Background: an optimization exercise with open tools, aiming at small area, a short achievable clock period and few clock cycles per item. Do not read the settings as production practice.
Function was checked by simulation only, so behaviour that the tests miss may differ from the original.

==> flow/design.v (outline; a module is shown in full before it is edited, if it fits) <==
// module hsg_ctrl: 101 lines
// module hsg_add: 42 lines
// module hsg_dpath: 208 lines
// module hsg_dpath2: 80 lines
// module halton_sequence_generator_unit: 120 lines
module halton_sequence_generator_unit #(
	parameter int DIMS       = 8,
	parameter int FRAC_WIDTH = 16
) (
	input  logic        clk,
	input  logic        arst_n,
	input  logic        s_tvalid,
	output logic        s_tready,
	input  logic [15:0] s_tdata,    
	output logic        m_tvalid,
	input  logic        m_tready,
	output logic [71:0] m_tdata,    
	output logic [0:0]  m_tuser,    
	output logic        m_tlast,
	input  logic        cfg_valid,
	output logic        cfg_ready,
	input  logic [3:0]  cfg_data    
);
  // ...
==> flow/run.sh <==
#!/bin/bash
# synth_recipe.tcl (not shown) runs the flow's synth.tcl, then flattens the netlist and writes it again
# the make line also repeats each setting of config.mk as NAME=value (left out here)
make -C /OpenROAD-flow-scripts/flow DESIGN_CONFIG=/design/flow/config.mk WORK_HOME=/design/flow/orfs CLKGATE_MAP_FILE= SYNTH_SCRIPT=/design/flow/synth_recipe.tcl finish
==> flow/config.mk <==
export PLATFORM = sky130hd
export DESIGN_NAME = halton_sequence_generator_unit
export DESIGN_NICKNAME = halton_sequence_generator_unit
export VERILOG_FILES = /design/flow/design.v
export SDC_FILE = /design/flow/constraint.sdc
export NUM_CORES = 4
export LEC_CHECK = 0
export CAP_MARGIN = 20
export CORE_MARGIN = 2
export CORE_UTILIZATION = 55
export SETUP_SLACK_MARGIN = 5.0
export SLEW_MARGIN = 20
==> flow/constraint.sdc <==
create_clock -name core_clock -period 10.0 [get_ports {clk}]
set_input_delay 2.0000 -clock core_clock [delete_from_list [all_inputs] [get_ports {clk}]]
set_output_delay 2.0000 -clock core_clock [all_outputs]
set_load 0.01 [all_outputs]
==> summary.txt, run 1 <==
- Status: complete, no violations
- Hold Crit Class: reg -> reg
- Final setup fails: 0
- Largest register FFs: 20
- Max layer used: met4
- Met2 Resource Use GR: 46.26%
- Fin. max-slew vios: 0
- NonClk Buf Share: about 2.2%
- Chip height: 253.2 µm
- Worst Setup End Kind: flip-flop
- Boundary Pins: ~100
- Layout area overhead: 8.831%
- Number of gates resized after cts: 0
- FF+latch count: 552
- Post-synthesis simple-gate area fraction: 17.25%
- Die area: ~64000 µm²
- Site row count: 91
- Fill count: around 5200
- Ys Warns: 47
- CTS tree: built
- Post-Route M1 WL: approximately 41 mm
- Seq/Total Area, Yosys: about two fifths
- Largest cell class: multi-input gates
- Inverters: between 200 and 300
- DP HPWL: around 70 mm
- Worst Path Required: around 10 ns
- Hold Slack: between 0.4 and 0.5 ns
- Post-Synthesis Cell Area: between 30000 and 40000 µm²
- Drt total wl: 93.78 mm
- Clk sink count: 552
- Global-route wire length before repair: ~140 mm
- Adder-cell share of the synthesized area: 13.11%
- Area of the multi-input gates: between 15000 and 20000 µm²
- Largest area contributor in the netlist: edfxtp_1
- Dpl ws: roughly 5.6 ns
- Area share of the largest cell type after synthesis: between 20% and 30%
- Bufs w/o clock: 92
- Fraction of area in multi-input gates: between 40% and 50%
- ClkCell Share: 5.304%
- Biggest register: u_dim1.ring_q
- Setup Skew: roughly 0.031 ns
Testbench counts, summed over its fixed seeds: cycles 3,136, items 384.
==> module hsg_ctrl, before the edit <==
module hsg_ctrl (
	input  logic                          clk,
	input  logic                          arst_n,
	input  logic                          s_tvalid,
	output logic                          s_tready,
	input  logic [15:0]                   s_tdata,
	input  logic                          cfg_valid,
	output logic                          cfg_ready,
	input  logic [hsg_pkg::ACTIVE_W-1:0]  cfg_data,
	input  logic                          m_tready,
	input  logic [7:0]                    hold,      
	input  logic [7:0]                    taken,     
	output logic                          n_valid,
	output logic                          n_rst,
	output logic [7:0]                    n_s,
	output logic [3:0]                    n_c,
	output logic                          m_tvalid,
	output logic                          m_tlast,
	output logic [2:0]                    q,         
	output logic [7:0]                    qh,        
	output logic                          load,      
	output logic                          adv,       
	output logic [7:0]                    xfer_d
);
	logic [hsg_pkg::ACTIVE_W-1:0] active_q;
	logic        nv_q, noc_q;
	logic [12:0] n_q;
	logic        cv_q;
	logic [2:0]  q_q;
	logic        ov_q, ol_q, sr_q;
	logic [7:0]  qh_q, ls_q;     
	logic        accept, last, claim;
	logic [3:0]  cap;
	assign cfg_ready = 1'b1;
	assign s_tready  = sr_q;
	assign accept    = s_tvalid && !nv_q;
	assign cap       = (active_q > 4'd8) ? 4'd8 : active_q;
	assign adv      = !ov_q || m_tready;
	logic avail;
	assign avail    = cv_q && |(hold & qh_q);
	assign last     = |(qh_q & ls_q);
	assign xfer_d   = {8{adv}} & (avail ? qh_q : 8'd0);
	logic       cl_n [2];
	logic       nv_n [2], noc_n [2], cv_n [2], sr_n [2];
	logic [2:0] q_n [2];
	logic [7:0] qh_n [2];
	genvar ga;
	generate
		for (ga = 0; ga < 2; ga++) begin : g_adv
			logic ld, fr;
			assign ld        = (ga == 1) && avail;
			assign cl_n[ga]  = nv_q && !noc_q && (!cv_q || (ld && last));
			assign fr        = nv_q && (&taken) && (noc_q || cl_n[ga]);
			assign sr_n[ga]  = !(accept || (nv_q && !fr));
			assign nv_n[ga]  = accept ? 1'b1 : fr ? 1'b0 : nv_q;
			assign noc_n[ga] = accept ? 1'b0 : (!fr && cl_n[ga]) ? 1'b1 : noc_q;
			assign cv_n[ga]  = cl_n[ga] ? (n_q[12:9] != 4'd0) : ld ? !last : cv_q;
			assign q_n[ga]   = cl_n[ga] ? 3'd0 : ld ? (last ? 3'd0 : q_q + 3'd1) : q_q;
			assign qh_n[ga]  = cl_n[ga] ? 8'd1 : ld ? (last ? 8'd1 : {qh_q[6:0], qh_q[7]}) : qh_q;
		end
	endgenerate
	assign claim = adv ? cl_n[1] : cl_n[0];
	always_ff @(posedge clk or negedge arst_n) begin
		if (!arst_n) begin
			active_q <= hsg_pkg::ACTIVE_RESET;
			nv_q     <= 1'b0;
			noc_q    <= 1'b0;
			cv_q     <= 1'b0;
			q_q      <= 3'd0;
			qh_q     <= 8'd1;
			ov_q     <= 1'b0;
			sr_q     <= 1'b1;
		end else begin
			if (cfg_valid)
				active_q <= cfg_data;
			sr_q  <= adv ? sr_n[1]  : sr_n[0];
			nv_q  <= adv ? nv_n[1]  : nv_n[0];
			noc_q <= adv ? noc_n[1] : noc_n[0];
			cv_q  <= adv ? cv_n[1]  : cv_n[0];
			q_q   <= adv ? q_n[1]   : q_n[0];
			qh_q  <= adv ? qh_n[1]  : qh_n[0];
			ov_q  <= adv ? avail : 1'b1;
		end
	end
	always_ff @(posedge clk) begin
		if (accept)
			n_q <= {cap, s_tdata[8:1], s_tdata[0]};
		if (adv ? cl_n[1] : cl_n[0])
			ls_q <= (n_q[12:9] == 4'd0) ? 8'd0 : (8'd1 << (n_q[11:9] - 3'd1));
		if (adv)
			ol_q <= last;
	end
	assign n_valid = nv_q;
	assign n_rst   = n_q[0];
	assign n_s     = n_q[8:1];
	assign n_c     = n_q[12:9];
	assign m_tvalid = ov_q;
	assign m_tlast  = ol_q;
	assign q       = q_q;
	assign qh      = qh_q;
endmodule
==> module hsg_dpath, before the edit <==
module hsg_dpath #(
	parameter int IDX = 1,     
	parameter int P   = 7,     
	parameter int E   = 1,     
	parameter int B   = 7,     
	parameter int K   = 5,     
	parameter int KP  = 5,     
	parameter int W   = 15,    
	parameter int DB  = 3,     
	parameter int ND  = 3      
) (
	input  logic         clk,
	input  logic         arst_n,
	input  logic         n_valid,
	input  logic         n_rst,
	input  logic [7:0]   n_s,
	input  logic [3:0]   n_c,
	input  logic         xfer,
	output logic         hold,
	output logic         taken,
	output logic [W-1:0] num,
	output logic [3:0]   k,
	output logic         ovf
);
	localparam logic [1:0] S_IDLE = 2'd0, S_RUN = 2'd1, S_LAG = 2'd2, S_HOLD = 2'd3;
	localparam logic [W-1:0] NUM_MAX = W'(B ** K - 1);
	logic [1:0]      ph_q;
	logic            took_q;
	logic [2:0]      j_q;
	logic            done_q;
	logic [K*DB-1:0] ring_q;
	logic [ND*DB-1:0] sh_q;     
	logic [3:0]      cy_q;      
	logic [W-1:0]    acc_q;
	logic [3:0]      k_q;
	logic            ovf_q;
	logic [DB-1:0]   x_q;       
	logic            part_q;    
	logic            upd_q;     
	logic            sat_q;     
	logic            kd_q;      
	logic            kz_q;      
	logic fresh_q;
	logic act, start, start_run, clr, step, rst_e;
	assign rst_e     = n_rst || fresh_q;
	assign act       = (n_c > 4'(IDX));
	assign start     = (ph_q == S_IDLE) && n_valid && !took_q;
	assign start_run = start && act && !(ovf_q && !rst_e);
	assign clr       = start && rst_e;
	assign step      = (ph_q == S_RUN);
	logic [DB+1:0]    t;
	logic [1:0]       co;
	logic             one_dig;
	logic [DB-1:0]    r;
	logic [6:0]       hx;        
	logic [ND*DB-1:0] hd;
	hsg_add #(.W(DB+2), .N(3)) u_tadd (
		.a((DB+2)'(ring_q[DB-1:0])), .b((DB+2)'(sh_q[DB-1:0])), .c((DB+2)'(cy_q)), .cin(1'b0), .y(t));
	logic [5:0]       t6;
	assign t6 = 6'(t);
	generate
		if (B == 9) begin : g_t9
			assign hd = hsg_pkg::hdig9(n_s[7:4]);
			assign {co, one_dig, r} = hsg_pkg::gnorm9(t6);
			assign hx = hsg_pkg::henc9({part_q, x_q});
		end else if (B == 25) begin : g_t25
			assign hd = hsg_pkg::hdig25(n_s[7:4]);
			assign {co, one_dig, r} = hsg_pkg::gnorm25(t6);
			assign hx = hsg_pkg::henc25({part_q, x_q});
		end else if (B == 7) begin : g_t7
			assign hd = hsg_pkg::hdig7(n_s[7:4]);
			assign {co, one_dig, r} = hsg_pkg::gnorm7(t6);
			assign hx = hsg_pkg::henc7({part_q, x_q});
		end else if (B == 11) begin : g_t11
			assign hd = hsg_pkg::hdig11(n_s[7:4]);
			assign {co, one_dig, r} = hsg_pkg::gnorm11(t6);
			assign hx = hsg_pkg::henc11({part_q, x_q});
		end else if (B == 13) begin : g_t13
			assign hd = hsg_pkg::hdig13(n_s[7:4]);
			assign {co, one_dig, r} = hsg_pkg::gnorm13(t6);
			assign hx = hsg_pkg::henc13({part_q, x_q});
		end else if (B == 17) begin : g_t17
			assign hd = hsg_pkg::hdig17(n_s[7:4]);
			assign {co, one_dig, r} = hsg_pkg::gnorm17(t6);
			assign hx = hsg_pkg::henc17({part_q, x_q});
		end else begin : g_t19
			assign hd = hsg_pkg::hdig19(n_s[7:4]);
			assign {co, one_dig, r} = hsg_pkg::gnorm19(t6);
			assign hx = hsg_pkg::henc19({part_q, x_q});
		end
	endgenerate
	logic [3:0] k_full, k_part;
	assign k_full = 4'(E) * 4'(j_q);
	assign k_part = 4'(E) * 4'(j_q) - 4'(E) + 4'd1;
	logic done_now, last, ovf_now, part;
	assign last     = (j_q == 3'(K - 1));
	assign done_now = !done_q && (co == 2'd0) && (sh_q[ND*DB-1:DB] == '0) &&
	                  ((5'(E) * (5'(j_q) + 5'd1)) >= 5'(k_q));
	assign ovf_now  = last && (co != 2'd0);
	assign part     = (E == 2) && done_now && one_dig;
	logic [W-1:0] op_a, op_b, op_c, acc_new;
	logic         op_ci;
	generate
		if (B == 9) begin : g_h9
			assign op_a  = part_q ? ((acc_q << 1) | W'(hx[0])) : ((acc_q << 3) | W'(hx[2:0]));
			assign op_b  = acc_q;
			assign op_c  = '0;
			assign op_ci = hx[3];
		end else if (B == 25) begin : g_h25
			assign op_a  = part_q ? ((acc_q << 2) | W'(hx[1:0])) : ((acc_q << 5) | W'(hx[4:0]));
			assign op_b  = part_q ? '0 : ~(acc_q << 3);
			assign op_c  = acc_q;
			assign op_ci = hx[5];
		end else if (B == 7) begin : g_h7
			assign op_a  = (acc_q << 3) | W'(hx[2:0]);
			assign op_b  = ~acc_q;
			assign op_c  = '0;
			assign op_ci = 1'b1;
		end else if (B == 11) begin : g_h11
			assign op_a  = (acc_q << 4) | W'(hx[3:0]);
			assign op_b  = ~(acc_q << 2);
			assign op_c  = ~acc_q;
			assign op_ci = 1'b0;
		end else if (B == 13) begin : g_h13
			assign op_a  = (acc_q << 4) | W'(hx[3:0]);
			assign op_b  = ~(acc_q << 1);
			assign op_c  = ~acc_q;
			assign op_ci = 1'b0;
		end else if (B == 17) begin : g_h17
			assign op_a  = (acc_q << 4) | W'(hx[3:0]);
			assign op_b  = acc_q;
			assign op_c  = '0;
			assign op_ci = hx[4];
		end else begin : g_h19
			assign op_a  = (acc_q << 4) | W'(hx[3:0]);
			assign op_b  = (acc_q << 2) | W'(hx[5:4]);
			assign op_c  = ~acc_q;
			assign op_ci = hx[6];
		end
	endgenerate
	localparam int HN = (B == 9 || B == 7 || B == 17) ? 2 : 3;
	hsg_add #(.W(W), .N(HN)) u_add (.a(op_a), .b(op_b), .c(op_c), .cin(op_ci), .y(acc_new));
	always_ff @(posedge clk or negedge arst_n) begin
		if (!arst_n) begin
			ph_q    <= S_IDLE;
			took_q  <= 1'b0;
			fresh_q <= 1'b1;
		end else begin
			took_q <= n_valid && (took_q || start);
			if (start)
				fresh_q <= 1'b0;
			if (start && act)
				ph_q <= start_run ? S_RUN : S_HOLD;
			if (ph_q == S_LAG)
				ph_q <= S_HOLD;
			if (ph_q == S_HOLD && xfer)
				ph_q <= S_IDLE;
			if (step && last)
				ph_q <= S_LAG;
		end
	end
	always_ff @(posedge clk) begin
		if (clr) begin
			ring_q <= '0;
			k_q    <= 4'd0;
			ovf_q  <= 1'b0;
		end
		if (step) begin
			ring_q <= {r, ring_q[K*DB-1:DB]};
		end
		if (kd_q)
			k_q <= kz_q ? 4'd0 : part_q ? k_part : k_full;
		if (sat_q) begin
			k_q   <= 4'(KP);
			ovf_q <= 1'b1;
		end
	end
	always_ff @(posedge clk) begin
		upd_q  <= step && !done_q;
		sat_q  <= step && ovf_now;
		kd_q   <= step && done_now;
		kz_q   <= (r == '0);
		x_q    <= r;
		part_q <= part;
		if (start_run) begin
			sh_q   <= hd;
			cy_q   <= n_s[3:0];
			j_q    <= 3'd0;
			done_q <= 1'b0;
		end else if (step) begin
			sh_q   <= {{DB{1'b0}}, sh_q[ND*DB-1:DB]};
			cy_q   <= 4'(co);
			j_q    <= j_q + 3'd1;
			done_q <= done_q || done_now;
		end
		if (start_run)
			acc_q <= '0;
		else if (sat_q)
			acc_q <= NUM_MAX;
		else if (upd_q)
			acc_q <= acc_new;
	end
	assign hold  = (ph_q == S_HOLD);
	assign taken = took_q || start;
	assign num   = acc_q;
	assign k     = k_q;
	assign ovf   = ovf_q;
endmodule
==> module hsg_dpath2, before the edit <==
module hsg_dpath2 (
	input  logic         clk,
	input  logic         arst_n,
	input  logic         n_valid,
	input  logic         n_rst,
	input  logic [7:0]   n_s,
	input  logic [3:0]   n_c,
	input  logic         xfer,
	output logic         hold,
	output logic         taken,
	output logic [14:0]  num,
	output logic [3:0]   k,
	output logic         ovf
);
	logic        hold_q, took_q, ovf_q, len_q, fresh_q, rst_e;
	logic [14:0] n_q;
	logic [3:0]  k_q;
	logic        act, start;
	logic [15:0] sum;
	logic [3:0]  len;
	assign act   = (n_c != 4'd0);
	assign start = !hold_q && !len_q && n_valid && !took_q;
	assign rst_e = n_rst || fresh_q;
	hsg_add #(.W(16), .N(2)) u_add (.a({1'b0, n_q}), .b({8'd0, n_s}), .c(16'd0), .cin(1'b0), .y(sum));
	always_comb begin
		len = 4'd0;
		for (int i = 0; i < 15; i++)
			if (n_q[i])
				len = 4'(i + 1);
	end
	always_ff @(posedge clk or negedge arst_n) begin
		if (!arst_n) begin
			hold_q  <= 1'b0;
			len_q   <= 1'b0;
			took_q  <= 1'b0;
			fresh_q <= 1'b1;
		end else begin
			took_q <= n_valid && (took_q || start);
			len_q <= start && act;
			if (start)
				fresh_q <= 1'b0;
			if (len_q)
				hold_q <= 1'b1;
			if (hold_q && xfer)
				hold_q <= 1'b0;
		end
	end
	always_ff @(posedge clk) begin
		if (len_q)
			k_q <= len;
		if (start && rst_e) begin
			n_q   <= 15'd0;
			k_q   <= 4'd0;
			ovf_q <= 1'b0;
		end
		if (start && act && rst_e) begin
			n_q   <= 15'(n_s);
		end else if (start && act && !ovf_q) begin
			if (sum[15]) begin
				n_q   <= 15'h7fff;
				ovf_q <= 1'b1;
			end else begin
				n_q   <= sum[14:0];
			end
		end
	end
	logic [14:0] rv, s1, s2, s4;
	always_comb begin
		for (int i = 0; i < 15; i++)
			rv[i] = n_q[14-i];
	end
	assign s1  = k_q[0] ? rv : (rv >> 1);
	assign s2  = k_q[1] ? s1 : (s1 >> 2);
	assign s4  = k_q[2] ? s2 : (s2 >> 4);
	assign num = k_q[3] ? s4 : (s4 >> 8);
	assign hold  = hold_q;
	assign taken = took_q || start;
	assign k     = k_q;
	assign ovf   = ovf_q;
endmodule
==> run 2: changes to the inputs <==
--- a/flow/design.v
+++ b/flow/design.v
@@ -2193,6 +2193,8 @@
 			noc_q <= adv ? noc_n[1] : noc_n[0];
 			cv_q  <= adv ? cv_n[1]  : cv_n[0];
-			q_q   <= adv ? q_n[1]   : q_n[0];
-			qh_q  <= adv ? qh_n[1]  : qh_n[0];
+			if (adv) begin
+				q_q  <= q_n[1];
+				qh_q <= qh_n[1];
+			end
 			ov_q  <= adv ? avail : 1'b1;
 		end
@@ -2290,4 +2292,5 @@
 	logic [ND*DB-1:0] sh_q;     
 	logic [3:0]      cy_q;      
+	logic [DB:0]     u_q;       
 	logic [W-1:0]    acc_q;
 	logic [3:0]      k_q;
@@ -2313,6 +2316,11 @@
 	logic [6:0]       hx;        
 	logic [ND*DB-1:0] hd;
-	hsg_add #(.W(DB+2), .N(3)) u_tadd (
-		.a((DB+2)'(ring_q[DB-1:0])), .b((DB+2)'(sh_q[DB-1:0])), .c((DB+2)'(cy_q)), .cin(1'b0), .y(t));
+	hsg_add #(.W(DB+2), .N(2)) u_tadd (
+		.a((DB+2)'(u_q)), .b((DB+2)'(cy_q)), .c('0), .cin(1'b0), .y(t));
+	logic [DB-1:0] un_a, un_b;
+	logic [DB:0]   u_new;
+	assign un_a  = step ? ring_q[2*DB-1:DB] : (clr ? '0 : ring_q[DB-1:0]);
+	assign un_b  = step ? sh_q[2*DB-1:DB] : hd[DB-1:0];
+	assign u_new = (DB+1)'(un_a) + (DB+1)'(un_b);
 	logic [5:0]       t6;
 	assign t6 = 6'(t);
@@ -2444,4 +2452,5 @@
 			sh_q   <= hd;
 			cy_q   <= n_s[3:0];
+			u_q    <= u_new;
 			j_q    <= 3'd0;
 			done_q <= 1'b0;
@@ -2449,4 +2458,5 @@
 			sh_q   <= {{DB{1'b0}}, sh_q[ND*DB-1:DB]};
 			cy_q   <= 4'(co);
+			u_q    <= u_new;
 			j_q    <= j_q + 3'd1;
 			done_q <= done_q || done_now;
@@ -2479,14 +2489,16 @@
 	output logic         ovf
 );
-	logic        hold_q, took_q, ovf_q, len_q, fresh_q, rst_e;
+	logic        hold_q, took_q, ovf_q, hi_q, len_q, fresh_q, rst_e, cf_q;
 	logic [14:0] n_q;
 	logic [3:0]  k_q;
 	logic        act, start;
-	logic [15:0] sum;
+	logic [8:0]  lo;
+	logic [7:0]  hi;
 	logic [3:0]  len;
 	assign act   = (n_c != 4'd0);
-	assign start = !hold_q && !len_q && n_valid && !took_q;
+	assign start = !hold_q && !hi_q && !len_q && n_valid && !took_q;
 	assign rst_e = n_rst || fresh_q;
-	hsg_add #(.W(16), .N(2)) u_add (.a({1'b0, n_q}), .b({8'd0, n_s}), .c(16'd0), .cin(1'b0), .y(sum));
+	hsg_add #(.W(9), .N(2)) u_add (.a({1'b0, rst_e ? 8'd0 : n_q[7:0]}), .b({1'b0, n_s}), .c(9'd0), .cin(1'b0), .y(lo));
+	assign hi = {1'b0, n_q[14:8]} + {7'd0, cf_q};
 	always_comb begin
 		len = 4'd0;
@@ -2498,4 +2510,5 @@
 		if (!arst_n) begin
 			hold_q  <= 1'b0;
+			hi_q    <= 1'b0;
 			len_q   <= 1'b0;
 			took_q  <= 1'b0;
@@ -2503,5 +2516,6 @@
 		end else begin
 			took_q <= n_valid && (took_q || start);
-			len_q <= start && act;
+			hi_q  <= start && act;
+			len_q <= hi_q;
 			if (start)
 				fresh_q <= 1'b0;
@@ -2520,12 +2534,15 @@
 			ovf_q <= 1'b0;
 		end
-		if (start && act && rst_e) begin
-			n_q   <= 15'(n_s);
-		end else if (start && act && !ovf_q) begin
-			if (sum[15]) begin
+		cf_q <= 1'b0;
+		if (start && act && (rst_e || !ovf_q)) begin
+			n_q[7:0] <= lo[7:0];
+			cf_q     <= lo[8];
+		end
+		if (hi_q) begin
+			if (hi[7]) begin
 				n_q   <= 15'h7fff;
 				ovf_q <= 1'b1;
 			end else begin
-				n_q   <= sum[14:0];
+				n_q[14:8] <= hi[6:0];
 			end
 		end
==> run 2 against run 1 <==
Against the previous run:
- cell count increased by 3.4%
- setup slack improved by 0.12 ns
- critical endpoint unchanged
- critical path depth decreased by 2
- highest routed layer unchanged
- synthesized cell count increased by 3.8%
- register-to-register slack improved by 0.12 ns
- still clean
==> summary.txt, run 2 <==
- # DRC: 0
- Reg2Reg Capture Point: u_dim5.ring_q[14]
- Cell variety after synth: between 80 and 90
- Status: complete, no violations
- Initial core utilization: 55.61%
- Synth Instances: around 3800
- Ys async rst share: about a tenth
- Ys flop type: edfxtp_1
- FF+latch count, synth: 561
- Post-Synthesis Cell Area: 35080 µm² (+2.7%)
- Boundary Pins: 102 (unchanged)
- # hold bufs at CTS: 0
- Dpl cells: 4534
- Antenna violations before repair: 0
- Min cycle time layout: between 4 and 5 ns
- H-tree Lvls: 2
- Critical path arrival: 4.52 ns
- RSZ-0062 raised after global routing: false
- NumNets Final: 4079
- Area of the multi-input gates: 18960 µm² (+3.4%)
- Area occupied by registers: 14270 µm²
- Worst hold start: u_dim4.done_q
- Worst Tran Pin Value: around 1.1 ns
- Setup TNS: 0 ns
- Largest area contributor in the netlist: edfxtp_1
- Area share of the largest cell type after synthesis: 23.63% (-0.11 points)
- Antenna viol nets, final: 0
- Slew headroom: between 20% and 30%
- CORE AREA: around 63000 µm²
- Hold depth: 1
- Drt total wl: 97.74 mm (+4.2%)
- DP HPWL: 73.22 mm (+5.8%)
- Fmax: 243.4 MHz
- Skew-Pair Late Insertion Delay: between 0.6 and 0.7 ns
- Worst-path fanout max: 17
- Number of buffers added on ports: between 50 and 60
- Layout area overhead: 8.975%
- Clock slew at reported path FFs: ~0.06 ns
- Most frequent cells in the layout: nor2_1 (436), nand2_1 (308), edfxtp_1 (276)
- # diodes: 0
- Number of DRC markers in iteration 0: around 2600
- Syn_area_per_cell: ~9 µm²
- Setup Skew: 0.01601 ns (-0.01529 ns)
- Final setup fails: 0 (unchanged)
- Number of flops mapped to enable cells by yosys: around 280
- CTS tree: built
- Routed vias/inst: 6.066
- GPL Wtd Cong: slightly above 0.9
- R2R depth: 10
- Number of global-route vias before repair: roughly 27000
- Worst Setup End Kind: flip-flop
- Fin crit share: 41.08%
- Global-route wire length before repair: 152.2 mm (+5.3%)
- Hold Crit Class: reg -> reg
- Die width: roughly 260 µm
- Ys Warns: 50 (+6.4%)
- Die area: 65810 µm² (+2.6%)
- Fin. max-slew vios: 0 (unchanged)
- Synth top area cells: edfxtp_1 (24%), dfxtp_1 (13%), ha_1 (7.2%)
- Core Util, Final: 60.60%
- Site row count: 92 (+1.1%)
- Most frequent cell after synthesis: nor2_1
- Max-cap violations: 0
- Routed wire per std cell: 21.02 µm
- Drt first pass iters: 8
- Worst Path Required: 10.41 ns (+0.05 ns)
- Clk sink count: 561 (+1.6%)
- Final Hold Vio Count: 0
- CTS Root Cell: clkbuf_16
- Chip height: 256.5 µm (+1.3%)
- Number of gates resized after cts: 0 (unchanged)
- Num CTS Buffers: between 60 and 70
- Largest register FFs: 20 (unchanged)
- CTS max path bufs: 3
- Most common cell after layout, fill and taps aside: nor2_1
- Worst hold endpoint: u_dim4.upd_q
- Post-route insts no fill: around 4700
- Tot GR Track Use: 29.32%
- Hold Slack: 0.4615 ns (+0.02037 ns)
- DR vias: ~28000
- Critical R2R Launch: u_dim5.u_q[0]
- Seq/Total Area, Yosys: 40.69% (-0.37 points)
- Setup Crit Path Kind: reg -> reg
- FF-to-FF setup slack: roughly 6 ns
- Largest net degree at the start of global routing: ~60
- Synth top cells by count: nor2_1 (436), nand2_1 (308), edfxtp_1 (276), inv_1 (252), a21oi_1 (243)
- Fill count: 5439 (+3.7%)
- Global route total overflow: 0
- Layout cells sized above 1: under 10%
- Crit start category: flip-flop
- Setup Fix Bufs, Post-CTS: 0
- Biggest register: u_dim1.ring_q
[run 2: changes by cell type in the layout (fill, tap and decap cells not counted), moves of 17 or more]
| cell | change |
|---|---|
| nor2_1 | +43 |
| a21o_1 | +40 |
| nand2_1 | +33 |
| o21ai_0 | -30 |
| ha_1 | +29 |
| a21oi_1 | +17 |
[run 2: kinds of logic after synthesis]
logic type,synth area share [%]
simple gates,17.61
compound gates,16.65
flops,40.69
buf+inv,5.679
fa+ha+maj,12.97
xor+xnor,3.360
mux,3.021
other cells,0.02141
[run 2: how the worst max path moves through the flow]
stage	start	end	slack [ns]	depth (start not counted)
2_1_floorplan	m_tready	u_ctrl.ls_q[0]	5.56	5
3_3_place_gp	m_tready	u_ctrl.q_q[0]	5.53	7
3_5_place_dp	m_tready	u_ctrl.q_q[0]	5.47	7
4_1_cts	u_dim5.u_q[0]	u_dim5.ring_q[14]	5.97	10
5_1_grt	u_dim2.part_q	u_dim2.acc_q[9]	5.68	15
6_report	u_dim5.u_q[0]	u_dim5.ring_q[14]	5.89	10
[run 2: worst max-delay path: stages (launching register included)]
cell and delay [ns]:
edfxtp_1 0.36, ha_1 0.23, fa_1 0.48, fa_1 0.54, xnor2_2 0.65, nor2_1 0.19, a32o_1 0.35, a22oi_1 0.19
o31ai_1 0.15, a2111o_1 0.53, and2_1 0.21
[run 2: area by class of cell]
type	instances	share of cell area, %
multi-input cells	2774	49.59
flip-flops and latches	561	37.34
clock buffers	80	4.543
well taps	846	2.769
inverters	255	2.504
repair buffers	99	2.308
clock inverters	36	0.9460
[run 2: routing by layer]
layer / vias to the layer above / part of all wire [%] / GRT usage (%)
met4: 0 / 4.0 / 11.81
li1: 13236 / - / -
met3: 204 / 6.0 / 3.134
met2: 1028 / 46 / 46.91
met5: - / 0 / 0
met1: 13745 / 44 / 40.88
[run 2: per-stage QoR]
| step | instance area [µm²] | worst slack, ns |
|---|---|---|
| 2_1_floorplan | 35210 | 5.557 |
| 3_3_place_gp | 36110 | 5.532 |
| 3_5_place_dp | 36110 | 5.470 |
| 4_1_cts | 38210 | 5.967 |
| 5_1_grt | 38220 | 5.682 |
| 6_report | 38220 | 5.892 |
Testbench counts of run 2, summed over its fixed seeds: cycles 3,136, items 384.
==> run 3: changes to the inputs <==
--- a/flow/design.v
+++ b/flow/design.v
@@ -2291,6 +2291,6 @@
 	logic [K*DB-1:0] ring_q;
 	logic [ND*DB-1:0] sh_q;     
-	logic [3:0]      cy_q;      
-	logic [DB:0]     u_q;       
+	logic [1:0]      cy_q;      
+	logic [5:0]      u_q;       
 	logic [W-1:0]    acc_q;
 	logic [3:0]      k_q;
@@ -2319,8 +2319,9 @@
 		.a((DB+2)'(u_q)), .b((DB+2)'(cy_q)), .c('0), .cin(1'b0), .y(t));
 	logic [DB-1:0] un_a, un_b;
-	logic [DB:0]   u_new;
+	logic [5:0]    u_new;
 	assign un_a  = step ? ring_q[2*DB-1:DB] : (clr ? '0 : ring_q[DB-1:0]);
 	assign un_b  = step ? sh_q[2*DB-1:DB] : hd[DB-1:0];
-	assign u_new = (DB+1)'(un_a) + (DB+1)'(un_b);
+	hsg_add #(.W(6), .N(3)) u_uadd (
+		.a(6'(un_a)), .b(6'(un_b)), .c(step ? 6'd0 : 6'(n_s[3:0])), .cin(1'b0), .y(u_new));
 	logic [5:0]       t6;
 	assign t6 = 6'(t);
@@ -2451,5 +2452,5 @@
 		if (start_run) begin
 			sh_q   <= hd;
-			cy_q   <= n_s[3:0];
+			cy_q   <= 2'd0;
 			u_q    <= u_new;
 			j_q    <= 3'd0;
@@ -2457,5 +2458,5 @@
 		end else if (step) begin
 			sh_q   <= {{DB{1'b0}}, sh_q[ND*DB-1:DB]};
-			cy_q   <= 4'(co);
+			cy_q   <= co;
 			u_q    <= u_new;
 			j_q    <= j_q + 3'd1;
==> run 3 against run 2 <==
Against the previous run:
- still clean on timing, DRC and antenna
- worst hold slack worse by 0.00058 ns
- count of clock-buffer cells in the layout stayed put
==> summary.txt, run 3 <==
- Die width: 254.8 µm (-0.68%)
- Status: complete, no violations
- # DRC: 0 (unchanged)
- Fmax: 229.3 MHz (-5.8%)
- Most frequent cell after synthesis: nor2_1
- Worst Path Required: 10.40 ns (about the same)
- Number of flops mapped to enable cells by yosys: 252 (-8.7%)
- Chip height: 254.8 µm (-0.68%)
- Largest net degree at the start of global routing: 59 (unchanged)
- DP HPWL: 69.44 mm (-5.2%)
- Slew headroom: 21.45% (-2.6 points)
- Antenna violations before repair: 1 (+1)
- Worst Tran Pin Value: 1.178 ns (+0.03903 ns)
- CTS max path bufs: 3 (unchanged)
- Fin. max-slew vios: 0 (unchanged)
- Clk sink count: 551 (-1.8%)
- Skew-Pair Late Insertion Delay: 0.64 ns (-0.02 ns)
- RSZ-0062 raised after global routing: false
- Number of global-route vias before repair: 25784 (-4.0%)
- Drt first pass iters: 7 (-1)
- Largest area contributor in the netlist: edfxtp_1
- H-tree Lvls: 2 (unchanged)
- Final Hold Vio Count: 0 (unchanged)
- Reg2Reg Capture Point: u_dim7.u_q[5]
- Num CTS Buffers: 60 (-1.6%)
- Setup Fix Bufs, Post-CTS: 0 (unchanged)
- Drt total wl: 93.60 mm (-4.2%)
- Critical R2R Launch: u_ctrl.nv_q
- Global-route wire length before repair: 145.5 mm (-4.4%)
- Setup TNS: 0 ns (unchanged)
- Site row count: 91 (-1.1%)
- Global route total overflow: 0 (unchanged)
- FF-to-FF setup slack: 5.64 ns (-0.25 ns)
- Synth top cells by count: nor2_1 (335), nand2_1 (308), inv_1 (272), edfxtp_1 (252), dfxtp_1 (246)
- FF+latch count, synth: 551 (-1.8%)
- Setup Crit Path Kind: reg -> reg
- Biggest register: u_dim1.ring_q
- Hold Slack: 0.4610 ns (-0.0005760 ns)
- Worst Setup End Kind: flip-flop
- R2R depth: 12 (+2)
- Worst hold endpoint: u_dim6.upd_q
- Area share of the largest cell type after synthesis: 21.87% (-1.8 points)
- Die area: 64920 µm² (-1.4%)
- Number of buffers added on ports: 56 (unchanged)
- Fin crit share: 43.61% (+2.5 points)
- Cell variety after synth: 94 (+6.8%)
- Min cycle time layout: 4.361 ns (+0.2530 ns)
- Ys Warns: 53 (+6.0%)
- Most common cell after layout, fill and taps aside: nor2_1
- Worst-path cell chain: buf_4, nor4b_1, o21ai_0, and2_1, a21oi_1, fa_1, inv_1, ha_1, a21o_1, a21o_1, fa_1, xor2_1
- Slowest stage delay, CP: 0.67 ns (+0.02 ns)
- DR vias: 27481 (-2.6%)
- GPL Wtd Cong: 0.9463 (+1.2%)
- Hold depth: 1 (unchanged)
- CORE AREA: 61940 µm² (-1.8%)
- # hold bufs at CTS: 0 (unchanged)
- Final setup fails: 0 (unchanged)
- Routed vias/inst: 6.028 (-0.63%)
- Routed wire per std cell: 20.53 µm (-2.3%)
- Number of gates resized after cts: 0 (unchanged)
- Synth Instances: 3716 (-1.8%)
- Hold Crit Class: reg -> reg
- Clock slew at reported path FFs: 0.06 ns (about the same)
- Slowest CP cell: nor4b_1
- CTS tree: built
- Boundary Pins: 102 (unchanged)
- Antenna viol nets, final: 0 (unchanged)
- Critical path arrival: 4.76 ns (+0.24 ns)
- Syn_area_per_cell: 9.309 µm² (+0.45%)
- Ys flop type: edfxtp_1
- Layout area overhead: 8.713%
- Setup Skew: 0.02841 ns (+0.01240 ns)
- Layout cells sized above 1: 5.724% (-0.058 points)
- Initial core utilization: 55.85% (+0.24 points)
- Most frequent cells in the layout: nor2_1 (335), nand2_1 (308), inv_1 (272)
- NumNets Final: 4006 (-1.8%)
- Max-cap violations: 0 (unchanged)
- Worst hold start: u_dim6.done_q
- Post-Synthesis Cell Area: 34590 µm² (-1.4%)
- Crit start category: flip-flop
- CTS Root Cell: clkbuf_16
- Number of DRC markers in iteration 0: 2771 (+6.9%)
- Tot GR Track Use: 28.82% (-0.51 points)
- Largest register FFs: 20 (unchanged)
- Seq/Total Area, Yosys: 39.98% (-0.71 points)
- Ys async rst share: 9.619% (+0.17 points)
- Worst-path fanout max: 23 (+6)
- Synth top area cells: edfxtp_1 (22%), dfxtp_1 (14%), fa_1 (7.1%)
run 3: cell count changes after synthesis, moves of 18 or more:
cell	delta
a21o_1	-26
edfxtp_1	-24
fa_1	+22
inv_1	+20
nand3_1	+37
nor2_1	-101
nor2b_1	-18
o21ai_0	+33
run 3: area by class of cell:
| type | count | area, µm² |
|---|---|---|
| inverters | 276 | 1036 |
| multi-input cells | 2691 | 18820 |
| diodes | 1 | 2.502 |
| clock buffers | 80 | 1680 |
| flip-flops and latches | 551 | 13830 |
| fillers | 5321 | 24330 |
| clock inverters | 33 | 376.6 |
| repair buffers | 90 | 808.3 |
| well taps | 837 | 1047 |
run 3: worst max path at each step:
stage	cells after the start	to	startpoint
2_1_floorplan	5	u_ctrl.ls_q[0]	m_tready
6_report	12	u_dim7.u_q[5]	u_ctrl.nv_q
3_3_place_gp	6	u_ctrl.ls_q[2]	m_tready
5_1_grt	12	u_dim7.u_q[5]	u_ctrl.nv_q
4_1_cts	12	u_dim7.u_q[5]	u_ctrl.nv_q
3_5_place_dp	6	u_ctrl.ls_q[6]	m_tready
run 3: cell families (layout without fill, tap and decap cells):
kind of cell    count (synthesis)  in the layout  synth area share (%)
other cells                     2             39               0.02171
simple gates                 1224           1224                 17.14
flops                         551            551                 39.98
buf+inv                       510            479                 6.026
fa+ha+maj                     312            312                 13.93
xor+xnor                      125            125                 3.230
mux                            90             90                 2.785
compound gates                902            902                 16.89
run 3: through the flow:
stage                     area [µm²]  instances  util, %  setup WS [ns]
after floorplan                34730       3752        -          5.462
after detailed placement       35540       4444    57.38          5.438
after global placement         35540       4444    57.38          5.528
after global routing           37600       4558    60.71          5.347
after CTS                      37600       4557    60.70          5.621
final                          37610       4559    60.72          5.639
run 3: routing by layer:
layer / global-route usage, % / routed length, µm / up-vias
li1: - / - / 12976
met5: 0 / 0 / -
met4: 9.106 / 3203 / 0
met1: 40.67 / 41830 / 13408
met2: 46.34 / 42920 / 925
met3: 3.552 / 5645 / 172
run 3: worst max-delay path, delay by kind of cell (launching register included):
family	cells	cell delay, ns
simple gates	2	1.06
buf+inv	2	0.33
flops	1	0.32
fa+ha+maj	3	1.07
xor+xnor	1	0.15
compound gates	4	1.16
Testbench counts of run 3, summed over its fixed seeds: cycles 3,136, items 384.
==> run 4: changes to the inputs <==
--- a/flow/design.v
+++ b/flow/design.v
@@ -2182,6 +2182,4 @@
 			noc_q    <= 1'b0;
 			cv_q     <= 1'b0;
-			q_q      <= 3'd0;
-			qh_q     <= 8'd1;
 			ov_q     <= 1'b0;
 			sr_q     <= 1'b1;
@@ -2193,11 +2191,13 @@
 			noc_q <= adv ? noc_n[1] : noc_n[0];
 			cv_q  <= adv ? cv_n[1]  : cv_n[0];
-			if (adv) begin
-				q_q  <= q_n[1];
-				qh_q <= qh_n[1];
-			end
 			ov_q  <= adv ? avail : 1'b1;
 		end
 	end
+	always_ff @(posedge clk) begin
+		if (adv) begin
+			q_q  <= q_n[1];
+			qh_q <= qh_n[1];
+		end
+	end
 	always_ff @(posedge clk) begin
 		if (accept)
==> run 4 against run 3 <==
Against the previous run:
- die area about the same
- still clean on timing, DRC and antenna
- register-to-register slack better by 0.23 ns
==> summary.txt, run 4 <==
- DP HPWL: 70.24 mm (+1.1%)
- Global-route wire length before repair: 146.5 mm (+0.69%)
- Ys async rst share: 7.623% (-2.0 points)
- Fin. max-slew vios: 0 (unchanged)
- RSZ-0062 raised after global routing: false
- Slowest CP cell: nor4b_1
- CTS tree: built
- Post-Synthesis Cell Area: 34600 µm² (about the same)
- Number of DRC markers in iteration 0: 2600 (-6.2%)
- Cell variety after synth: 82 (-13%)
- CTS max path bufs: 3 (unchanged)
- CTS Root Cell: clkbuf_16
- Clk sink count: 551 (unchanged)
- # DRC: 0 (unchanged)
- Worst Setup Slack, final: 5.866 ns (+0.2274 ns)
- Critical path arrival: 4.55 ns (-0.21 ns)
- Synth Instances: 3748 (+0.86%)
- Number of buffers added on ports: 56 (unchanged)
- Skew-Pair Late Insertion Delay: 0.66 ns (+0.02 ns)
- Biggest register: u_dim1.ring_q
- Worst-path cell chain: nor4b_1, o21ai_0, and2_1, a21oi_1, fa_1, inv_1, ha_1, a21o_1, a21o_1, fa_1, xor2_1
- Max-cap violations: 0 (unchanged)
- Largest register FFs: 20 (unchanged)
- Global route total overflow: 0 (unchanged)
- Antenna viol nets, final: 0 (unchanged)
- Seq/Total Area, Yosys: 40.14% (+0.15 points)
- Area occupied by registers: 13890 µm² (+0.39%)
- Fmax: 241.9 MHz (+5.5%)
- Die area: 64930 µm² (about the same)
- Post-synthesis simple-gate area fraction: 17.73% (+0.59 points)
- Die width: 254.8 µm (about the same)
- Status: complete, no violations
- Clock slew at reported path FFs: 0.06 ns (about the same)
- Synth top cells by count: nor2_1 (390), nand2_1 (292), inv_1 (268), edfxtp_1 (263), a21oi_1 (254)
- Area of the multi-input gates: 18780 µm² (-0.21%)
- Final setup fails: 0 (unchanged)
- Initial core utilization: 55.86% (about the same)
- NumNets Final: 4039 (+0.82%)
- Synth top area cells: edfxtp_1 (23%), dfxtp_1 (14%), fa_1 (7.1%)
- Tot GR Track Use: 29.01% (+0.20 points)
- CORE AREA: 61940 µm² (unchanged)
- Placement Cell Area: 35580 µm² (+0.10%)
- Area share of the largest cell type after synthesis: 22.83% (+0.95 points)
- DR vias: 27616 (+0.49%)
- Setup Skew: 0.04766 ns (+0.01925 ns)
- Syn_area_per_cell: 9.231 µm² (-0.84%)
- Antenna violations before repair: 3 (+2)
- Layout cells sized above 1: 5.459% (-0.26 points)
- Drt total wl: 94.00 mm (+0.43%)
- Most common cell after layout, fill and taps aside: nor2_1
- Largest net degree at the start of global routing: 62 (+5.1%)
- Layout area overhead: 8.788% (about the same)
- H-tree Lvls: 2 (unchanged)
- Number of flops mapped to enable cells by yosys: 263 (+4.4%)
- Fin crit share: 41.34% (-2.3 points)
- Slowest stage delay, CP: 0.67 ns (about the same)
- Post-synthesis mux area share: 2.513% (-0.27 points)
- GPL Wtd Cong: 0.9809 (+3.7%)
- Worst Tran Pin Value: 1.132 ns (-0.04653 ns)
- Synth Area in Compound Gates: 16.54% (-0.35 points)
- Fill count: 5359 (+0.71%)
- Boundary Pins: 102 (unchanged)
- Dpl ws: 5.595 ns (+0.1575 ns)
- Most frequent cells in the layout: nor2_1 (390), nand2_1 (292), inv_1 (268)
- Worst Setup End Kind: flip-flop
- Final non-filler cell area: 37640 µm² (about the same)
- Largest area contributor in the netlist: edfxtp_1
- Crit start category: flip-flop
- Drt first pass iters: 6 (-1)
- Num CTS Buffers: 60 (unchanged)
- Number of gates resized after cts: 0 (unchanged)
- Slew headroom: 24.32% (+2.9 points)
- FF+latch count, synth: 551 (unchanged)
- Ys Warns: 53 (unchanged)
- Final Hold Vio Count: 0 (unchanged)
- Site row count: 91 (unchanged)
- Routed vias/inst: 6.013 (-0.25%)
- Most frequent cell after synthesis: nor2_1
- Min cycle time layout: 4.134 ns (-0.2274 ns)
- Hold Crit Class: reg -> reg
- Worst-path fanout max: 7 (-70%)
- Largest family of logic cells by synthesized area: simple AND/OR/NAND/NOR gates
- Setup TNS: 0 ns (unchanged)
- Worst Path Required: 10.41 ns (about the same)
- Chip height: 254.8 µm (about the same)
- Adder-cell share of the synthesized area: 13.97% (+0.049 points)
- Number of global-route vias before repair: 26147 (+1.4%)
- Xor/xnor share of the synthesized area: 3.107% (-0.12 points)
- Setup Crit Path Kind: reg -> reg
- Hold Slack: 0.4526 ns (-0.008381 ns)
- Ys flop type: edfxtp_1
- Routed wire per std cell: 20.47 µm (-0.32%)
- Setup Fix Bufs, Post-CTS: 0 (unchanged)
- # hold bufs at CTS: 0 (unchanged)
run 4: cell count changes after synthesis, sizes merged, moves of 8 or more:
cell and change:
edfxtp +11, o21ai -11, nand2b +9, nor3 +12
nand2 -16, nand3 -14, a22o -9, a21oi +16
nor4 +8, dfrtp -10, nor2 +54
run 4: final timing paths:
path                                 from        endpoint  slack (ns)  cells past startpoint
max in group asynchronous          arst_n    u_dim0.len_q        8.20                      1
max                        u_dim7.ph_q[1]   u_dim7.u_q[5]        5.87                     11
min                         u_dim7.done_q    u_dim7.upd_q        0.45                      1
min reg2reg                 u_dim7.done_q    u_dim7.upd_q        0.45                      1
min in group asynchronous          arst_n  u_dim7.ph_q[1]        1.34                      1
max reg2reg                u_dim7.ph_q[1]   u_dim7.u_q[5]        5.87                     11
run 4: logic make-up after synthesis:
logic type	count (synthesis)
AOI/OAI and AO/OA	895
other	2
adders and majority gates	313
muxes	81
DFF	551
xor gates and xnor gates	121
and+or+nand+nor	1276
buffers and inverters	509
run 4: layer usage:
metal  vias up  track usage (%)  share of wire, %
li1      13077                -                 -
met1     13393            39.60                44
met2       949            47.46                47
met3       191            3.205               5.6
met4         6            11.46               3.9
met5         -                0             0.048
run 4: cell type report:
class,instances,area share [%]
Multi-Input combinational cell,2724,49.91
Clock buffer,81,4.455
Clock inverter,33,1.001
Antenna cell,1,0.006649
Inverter,272,2.713
Timing Repair Buffer,94,2.241
Sequential cell,551,36.90
Tap cell,837,2.782
run 4: critical path: cells and delay by family (launching register included):
family	cells	cell delay, ns
buffers and inverters	1	0.08
adders and majority gates	3	1.09
AOI/OAI and AO/OA	4	1.06
and+or+nand+nor	2	1.04
xor gates and xnor gates	1	0.17
DFF	1	0.45
run 4: through the flow:
stage                     std cells  util (%)
final                          4593     60.76
after global routing           4593     60.76
after CTS                      4592     60.75
after detailed placement       4478     57.44
after global placement         4478     57.44
after floorplan                3784         -
Testbench counts of run 4, summed over its fixed seeds: cycles 3,136, items 384.
==> run 5: changes to the inputs <==
--- a/flow/config.mk
+++ b/flow/config.mk
@@ -9,4 +9,5 @@
 export CORE_MARGIN = 2
 export CORE_UTILIZATION = 55
+export CTS_BUF_LIST = sky130_fd_sc_hd__clkbuf_4 sky130_fd_sc_hd__clkbuf_8
 export SETUP_SLACK_MARGIN = 5.0
 export SLEW_MARGIN = 20
==> run 5 against run 4 <==
Against the previous run:
- non-clock buffer count unchanged
- core utilization fell by 0.079 points
- clock skew shrank 0.015 ns
- first-iteration DRC count increased by 1.4%
- via count increased by 0.56%
- global-route usage up 0.13 points
- critical endpoint unchanged
- highest routed layer unchanged
==> summary.txt, run 5 <==
- Synth top area cells: edfxtp_1 (23%), dfxtp_1 (14%), fa_1 (7.1%)
- Clk sink count: 551 (unchanged)
- Ys Warns: 53 (unchanged)
- # hold bufs at CTS: 0 (unchanged)
- FF+latch count, synth: 551 (unchanged)
- Die width: 254.8 µm (unchanged)
- Crit start category: flip-flop
- Fin crit share: 41.49% (+0.15 points)
- Largest net degree at the start of global routing: 62 (unchanged)
- Global-route wire length before repair: 147.0 mm (+0.31%)
- Synth top cells by count: nor2_1 (390), nand2_1 (292), inv_1 (268), edfxtp_1 (263), a21oi_1 (254)
- Global route total overflow: 0 (unchanged)
- Worst Path Required: 10.46 ns (+0.05 ns)
- CTS Root Cell: clkbuf_8
- Number of DRC markers in iteration 0: 2636 (+1.4%)
- Ys async rst share: 7.623% (unchanged)
- Antenna violations before repair: 3 (unchanged)
- NumNets Final: 4074 (+0.87%)
- Setup TNS: 0 ns (unchanged)
- Layout cells sized above 1: 6.991% (+1.5 points)
- Antenna viol nets, final: 0 (unchanged)
- H-tree Lvls: 3 (+1)
- Cell variety after synth: 82 (unchanged)
- # DRC: 0 (unchanged)
- Number of flops mapped to enable cells by yosys: 263 (unchanged)
- Setup Skew: 0.03226 ns (-0.01540 ns)
- Num CTS Buffers: 95 (+58%)
- CTS tree: built
- Syn_area_per_cell: 9.231 µm² (unchanged)
- Number of buffers added on ports: 56 (unchanged)
- CORE AREA: 61940 µm² (unchanged)
- Tot GR Track Use: 29.15% (+0.13 points)
- Number of global-route vias before repair: 26440 (+1.1%)
- Site row count: 91 (unchanged)
- Initial core utilization: 55.86% (unchanged)
- Biggest register: u_dim1.ring_q
- CTS max path bufs: 3 (unchanged)
- Most frequent cell after synthesis: nor2_1
- Ys flop type: edfxtp_1
- Max-cap violations: 0 (unchanged)
- Clock slew at reported path FFs: 0.06 ns (about the same)
- Largest register FFs: 20 (unchanged)
- GPL Wtd Cong: 0.9809 (unchanged)
- Seq/Total Area, Yosys: 40.14% (unchanged)
- Setup Fix Bufs, Post-CTS: 0 (unchanged)
- Worst-path fanout max: 7 (unchanged)
- Setup Crit Path Kind: reg -> reg
- Fin. max-slew vios: 0 (unchanged)
- Fmax: 241.0 MHz (-0.35%)
- DP HPWL: 70.24 mm (unchanged)
- DR vias: 27771 (+0.56%)
- Skew-Pair Late Insertion Delay: 0.71 ns (+0.05 ns)
- Worst Tran Pin Value: 1.090 ns (-0.04172 ns)
- RSZ-0062 raised after global routing: false
- Hold Crit Class: reg -> reg
- Post-Synthesis Cell Area: 34600 µm² (unchanged)
- Final setup fails: 0 (unchanged)
- Core Util, Final: 60.69% (-0.079 points)
- Routed vias/inst: 5.959 (-0.88%)
- Largest area contributor in the netlist: edfxtp_1
- Routed wire per std cell: 20.21 µm (-1.3%)
- Synth Instances: 3748 (unchanged)
- Area share of the largest cell type after synthesis: 22.83% (unchanged)
- Most common cell after layout, fill and taps aside: nor2_1
- Number of gates resized after cts: 0 (unchanged)
- Final Hold Vio Count: 0 (unchanged)
- Most frequent cells in the layout: nor2_1 (390), nand2_1 (292), inv_1 (268)
- Chip height: 254.8 µm (unchanged)
- Layout area overhead: 8.647%
- Drt total wl: 94.16 mm (+0.17%)
- Boundary Pins: 102 (unchanged)
- Worst Setup End Kind: flip-flop
- Min cycle time layout: 4.149 ns (+0.01458 ns)
- Critical path arrival: 4.60 ns (+0.05 ns)
- Slew headroom: 27.11% (+2.8 points)
- Drt first pass iters: 6 (unchanged)
- Status: complete, no violations
- Die area: 64930 µm² (unchanged)
## run 5: changes by cell type in the layout (fill, tap and decap cells not counted), sizes merged
cell / previous run / this run
clkbuf: 81 / 134
clkinv: 27 / 40
diode: 1 / 4
bufinv: 6 / 4
clkinvlp: 2 / 1
inv: 270 / 271
## run 5: layout make-up
class	instances	area [µm²]
timing repair buffer	94	843.3
clock buffer	134	1669
antenna	4	10.01
tap	837	1047
multi-input combinational	2724	18780
clock inverter	44	327.8
fill	5377	24350
inverter	272	1021
sequential	551	13890
## run 5: kinds of logic (layout without fill, tap and decap cells)
group	after synthesis	after routing	synth area share, %
xor gates and xnor gates	121	121	3.107
buffers and inverters	509	544	5.982
muxes	81	81	2.513
DFF	551	551	40.14
other	2	42	0.02171
AOI/OAI and AO/OA	895	895	16.54
and+or+nand+nor	1276	1276	17.73
adders and majority gates	313	313	13.97
## run 5: worst paths after layout
check	from	to	slack, ns	depth (start not counted)
min reg2reg	u_dim7.done_q	u_dim7.upd_q	0.45	1
max reg2reg	u_dim7.ph_q[1]	u_dim7.u_q[5]	5.85	11
min	u_dim7.done_q	u_dim7.upd_q	0.45	1
max in group asynchronous	arst_n	u_ctrl.active_q[1]	8.26	1
min in group asynchronous	arst_n	u_dim7.ph_q[1]	1.30	1
max	u_dim7.ph_q[1]	u_dim7.u_q[5]	5.85	11
## run 5: critical path, cell delays in order, from the launching register on
cell and delay, ns:
dfrtp_1 0.45, nor4b_1 0.66, o21ai_0 0.43, and2_1 0.37, a21oi_1 0.28, fa_1 0.48, inv_1 0.08, ha_1 0.22
a21o_1 0.18, a21o_1 0.18, fa_1 0.39, xor2_1 0.17
## run 5: through the flow
stage | instances | cell area (µm²) | hold WS [ns] | setup WS (ns)
3_5_place_dp | 4478 | 35580 | 0.4348 | 5.595
5_1_grt | 4658 | 37580 | 0.4628 | 5.676
2_1_floorplan | 3784 | 34730 | 0.3519 | 5.996
3_3_place_gp | 4478 | 35580 | 0.4412 | 5.720
6_report | 4660 | 37590 | 0.4484 | 5.851
4_1_cts | 4656 | 37570 | 0.4391 | 5.608
## run 5: per-layer routing
metal / routed length (µm) / track usage, %
met1: 41280 / 39.28
met3: 5306 / 3.970
met2: 43640 / 47.38
met4: 3924 / 12.20
met5: 11 / 0

==> afterwards: timing with drivers on the ports <==
In the flow no input, the clock included, has a driving cell. The finished layouts below were timed again as built, in two steps.
Step 1 (the two cells are an assumption about what drives the block):
set clk [get_ports {clk}]
set_driving_cell -lib_cell sky130_fd_sc_hd__clkbuf_16 $clk
set_driving_cell -lib_cell sky130_fd_sc_hd__buf_2 [delete_from_list [all_inputs] $clk]
Step 2 times the ports against the registers' clock, not the clock port: input delays grow and output delays shrink by t, the midpoint of the rising clock arrivals with the driver on.
a / b / c = no drivers / after step 1 / after step 2; a / b = the first two.
run	t (ns)	setup slack, ns	worst data-port slew with drivers (ns)
run 1	0.700	5.776 / 5.776 / 5.776	0.05
run 2	0.718	5.892 / 5.892 / 5.447	0.05
run 3	0.688	5.639 / 5.639 / 5.423	0.04
run 4	0.709	5.866 / 5.866 / 5.866	0.08
run 5	0.752	5.851 / 5.851 / 5.851	0.08
After both steps every run listed still meets setup and hold. For run 2, which loses most, drivers alone change the setup slack by 0.000 ns; drivers and shift together by -0.445 ns.
